What follows belongs to an exercise in optimizing a design on an open flow for small area; a production flow would make more cautious choices. Function was checked by simulation only, so behaviour that the tests miss may differ from the original. Power figures rest on the tool's default switching activity, not on a simulated workload.

==> flow/design.v <==
module rf_ao22 #(parameter int W = 1) (
   input  logic [W-1:0] a1, a2, b1, b2,
   output logic [W-1:0] y
);
   assign y = (a1 & a2) | (b1 & b2);
endmodule
module rf_aoi222 #(parameter int W = 1) (
   input  logic [W-1:0] a1, a2, b1, b2, c1, c2,
   output logic [W-1:0] y
);
   assign y = ~((a1 & a2) | (b1 & b2) | (c1 & c2));
endmodule
module rf_aoi22 #(parameter int W = 1) (
   input  logic [W-1:0] a1, a2, b1, b2,
   output logic [W-1:0] y
);
   assign y = ~((a1 & a2) | (b1 & b2));
endmodule
module rf_nand4 #(parameter int W = 1) (
   input  logic [W-1:0] a, b, c, d,
   output logic [W-1:0] y
);
   assign y = ~(a & b & c & d);
endmodule
module rf_nand3 #(parameter int W = 1) (
   input  logic [W-1:0] a, b, c,
   output logic [W-1:0] y
);
   assign y = ~(a & b & c);
endmodule
module rf_or3 #(parameter int W = 1) (
   input  logic [W-1:0] a, b, c,
   output logic [W-1:0] y
);
   assign y = a | b | c;
endmodule
module rf_rdport #(parameter int N = 32) (
   input  logic [31:1]       sel,
   input  logic [31:1][N-1:0] r,
   input  logic              hold,
   input  logic [N-1:0]      q,
   output logic [N-1:0]      y
);
   logic [10:0][N-1:0] t;
   logic [N-1:0] u0, u1, u2;
   for (genvar k = 0; k < 10; k++) begin : g_t
      rf_aoi222 #(N) u_t (
         .a1({N{sel[3*k+1]}}), .a2(r[3*k+1]),
         .b1({N{sel[3*k+2]}}), .b2(r[3*k+2]),
         .c1({N{sel[3*k+3]}}), .c2(r[3*k+3]),
         .y(t[k]));
   end
   rf_aoi22 #(N) u_t10 (.a1({N{sel[31]}}), .a2(r[31]), .b1({N{hold}}), .b2(q), .y(t[10]));
   rf_nand4 #(N) u_u0 (.a(t[0]), .b(t[1]), .c(t[2]), .d(t[3]), .y(u0));
   rf_nand4 #(N) u_u1 (.a(t[4]), .b(t[5]), .c(t[6]), .d(t[7]), .y(u1));
   rf_nand3 #(N) u_u2 (.a(t[8]), .b(t[9]), .c(t[10]), .y(u2));
   rf_or3   #(N) u_y  (.a(u0), .b(u1), .c(u2), .y(y));
endmodule
module rtype_regfile_wb #(
   parameter int N = 32
) (
   input  logic              clk,
   input  logic              rst,
   input  logic              instr_valid,
   output logic              instr_ready,
   input  logic [31:0]       instruction_R,
   output logic [N-1:0]      Read_data1_R,
   output logic [N-1:0]      Read_data2_R,
   output logic              op_valid,
   input  logic [N-1:0]      ALUResult_R,
   output logic              wb_en,
   output logic [4:0]        wb_addr,
   output logic [N-1:0]      wb_data,
   output logic              illegal
);
   localparam logic [6:0] OP_RTYPE = 7'b0110011;
   logic [31:1][N-1:0] regs_q;
   logic [31:1][N-1:0] regs_d;
   logic [31:1]  written_q;
   logic [N-1:0] rd1_q, rd1_d;
   logic [N-1:0] rd2_q, rd2_d;
   logic         op_valid_q;
   logic         illegal_q;
   logic [4:0]   rd_q;
   logic [4:0]   rs1, rs2, rd;
   logic [6:0]   opcode;
   logic         legal, pend_wr, hazard, ready, accept, load;
   logic [31:1]  we, sel1, sel2;
   assign rs1    = instruction_R[19:15];
   assign rs2    = instruction_R[24:20];
   assign rd     = instruction_R[11:7];
   assign opcode = instruction_R[6:0];
   assign legal  = (opcode == OP_RTYPE);
   assign pend_wr = op_valid_q && (rd_q != 5'd0);
   assign hazard  = instr_valid && pend_wr && ((rs1 == rd_q) || (rs2 == rd_q));
   assign ready   = !rst && !hazard;
   assign accept  = instr_valid && ready;
   assign load    = accept && legal;
   always_comb begin
      for (int i = 1; i < 32; i++) begin
         we[i]   = pend_wr && (rd_q == 5'(i));
         sel1[i] = load && written_q[i] && (rs1 == 5'(i));
         sel2[i] = load && written_q[i] && (rs2 == 5'(i));
      end
   end
   rf_rdport #(N) u_rd1 (.sel(sel1), .r(regs_q), .hold(!load), .q(rd1_q), .y(rd1_d));
   rf_rdport #(N) u_rd2 (.sel(sel2), .r(regs_q), .hold(!load), .q(rd2_q), .y(rd2_d));
   for (genvar i = 1; i < 32; i++) begin : g_reg
      rf_ao22 #(N) u_wr (.a1({N{we[i]}}), .a2(ALUResult_R), .b1({N{!we[i]}}), .b2(regs_q[i]),
                         .y(regs_d[i]));
      always_ff @(posedge clk) regs_q[i] <= regs_d[i];
   end
   always_ff @(posedge clk or posedge rst) begin
      if (rst) begin
         written_q  <= '0;
         rd1_q      <= '0;
         rd2_q      <= '0;
         rd_q       <= '0;
         op_valid_q <= 1'b0;
         illegal_q  <= 1'b0;
      end else begin
         written_q  <= written_q | we;
         rd1_q      <= rd1_d;
         rd2_q      <= rd2_d;
         if (accept) rd_q <= rd;
         op_valid_q <= accept && legal;
         illegal_q  <= accept && !legal;
      end
   end
   assign instr_ready  = ready;
   assign Read_data1_R = rd1_q;
   assign Read_data2_R = rd2_q;
   assign op_valid     = op_valid_q;
   assign illegal      = illegal_q;
   assign wb_en        = pend_wr;
   assign wb_addr      = op_valid_q ? rd_q : 5'd0;
   assign wb_data      = op_valid_q ? ALUResult_R : '0;
endmodule
make LEC_CHECK=0 CAP_MARGIN=20 CORE_MARGIN=2 CORE_UTILIZATION=40 SLEW_MARGIN=20 SYNTH_HIERARCHICAL=1 SYNTH_MINIMUM_KEEP_SIZE=0 finish   # period 5.0 ns
run.sh (not shown) runs the stock make flow with config.mk's settings and CLKGATE_MAP_FILE= SYNTH_SCRIPT=/design/flow/synth_recipe.tcl, a recipe that flattens the netlist after the stock synthesis.
Edit:
==> flow/flow/run.sh (new file) <==
#!/bin/bash
# Own layout flow: the standard flow (standard.sh) with changes that only affect how the
# layout is built:
#  - after floorplan, combinational cells that synthesis sized up go back to their _1 variant
#    (downsize.tcl); placement's repair sizes up again where a load needs it;
#  - the port buffers are the smallest buffer cell (buf_1) instead of ORFS's default choice;
#  - clock tree synthesis uses clkbuf_4 leaf clusters of at most 8 sinks within 45 um and
#    inserts no dummy loads.
# Each tool's full output goes to ORFS's own logs under orfs/logs; make's output to make.log.
set -euo pipefail
export POST_FLOORPLAN_TCL="$PWD/flow/downsize.tcl"
export BUFFER_PORTS_ARGS="-buffer_cell sky130_fd_sc_hd__buf_1"
export CTS_ARGS="-sink_clustering_enable -repair_clock_nets -dont_use_dummy_load -buf_list sky130_fd_sc_hd__clkbuf_4 -sink_clustering_size 8 -sink_clustering_max_diameter 45"
bash standard.sh > make.log 2>&1
==> flow/flow/downsize.tcl (new file) <==
# Swap every combinational cell that synthesis sized up for its smallest drive strength
# (the _1 variant of the same function and pins); placement's repair steps then size up
# again only the cells whose loads need it.
set n 0
set db [ord::get_db]
foreach inst [[ord::get_db_block] getInsts] {
  set m [[$inst getMaster] getName]
  if { [regexp {^(sky130_fd_sc_hd__([a-z0-9]+))_([0-9]+)$} $m -> base fn size] } {
    if { $size > 1 && ![string match "df*" $fn] && ![string match "*buf*" $fn] && ![string match "clk*" $fn] } {
      set small [$db findMaster ${base}_1]
      if { $small ne "NULL" } {
        $inst swapMaster $small
        incr n
      }
    }
  }
}
puts "downsize.tcl: swapped $n cells to their _1 variant"
==> flow/standard.sh (new file) <==
#!/bin/bash
# synth_recipe.tcl (not shown) runs the flow's synth.tcl, then flattens the netlist and writes it again
# the make line also repeats each setting of config.mk as NAME=value (left out here)
make -C /OpenROAD-flow-scripts/flow DESIGN_CONFIG=/design/flow/config.mk WORK_HOME=/design/flow/orfs CLKGATE_MAP_FILE= SYNTH_SCRIPT=/design/flow/synth_recipe.tcl "${@:-finish}"
--- a/flow/config.mk
+++ b/flow/config.mk
@@ -10 +10 @@
-export CORE_UTILIZATION = 40
+export CORE_UTILIZATION = 60
removed: flow/run.sh
Maximum frequency climbs by 2.4%.
Total power drops by 25%.
Worst setup slack gains 99 ps.
Edit:
==> flow/flow/run.sh (replaced) <==
#!/bin/bash
# Own layout flow: the standard flow (standard.sh) with three changes that only affect how
# the layout is built:
#  - the port buffers are the smallest buffer cell (buf_1) instead of ORFS's default choice;
#  - clock tree synthesis inserts no dummy loads;
#  - after global routing, non-critical gates are downsized (ORFS's RECOVER_POWER step).
# Each tool's full output goes to ORFS's own logs under orfs/logs; make's output to make.log.
set -euo pipefail
export BUFFER_PORTS_ARGS="-buffer_cell sky130_fd_sc_hd__buf_1"
export CTS_ARGS="-sink_clustering_enable -repair_clock_nets -dont_use_dummy_load"
export RECOVER_POWER=100
bash standard.sh > make.log 2>&1
--- a/flow/config.mk
+++ b/flow/config.mk
@@ -10 +10 @@
-export CORE_UTILIZATION = 60
+export CORE_UTILIZATION = 40
removed: flow/flow/downsize.tcl
=> Now the flow finished but fails on capacitance limit, slew limit; via count drops by 5.6%; final cell count climbs by 8.0%; die area climbs by 49%; sequential power hardly moves; setup slack is worse by 500 ps.

[afterwards: timing with drivers on the ports]
How much do the figures lean on ideal ports? The routed layouts below were timed once more, with nothing changed but the port constraints.
Step 1 sets driving cells, clkbuf_16 on the clock port and buf_2 on the other inputs (assumed; they add their load-dependent delay and slew).
Step 2 times the ports against the registers' clock, not the clock port: input delays grow and output delays shrink by t, the midpoint of the rising clock arrivals with the driver on.
Three values: ideal, step 1, step 2; two values: the first two.
| run | t, ns | slack for setup (ns) | worst setup path after step 2 | worst data-port slew with drivers (ns) |
|---|---|---|---|---|
| the first run | 0.768 | 0.766 / 0.798 / 0.030 | input to register | 0.05 |
| the second run | 1.123 | 0.865 / 0.865 / 0.204 | input to register | 0.07 |
| the third run | 0.733 | 0.368 / 0.368 / -0.288 | input to register | 0.07 |
For the first run, which loses most, drivers alone change the setup slack by +0.032 ns; drivers and shift together by -0.736 ns.
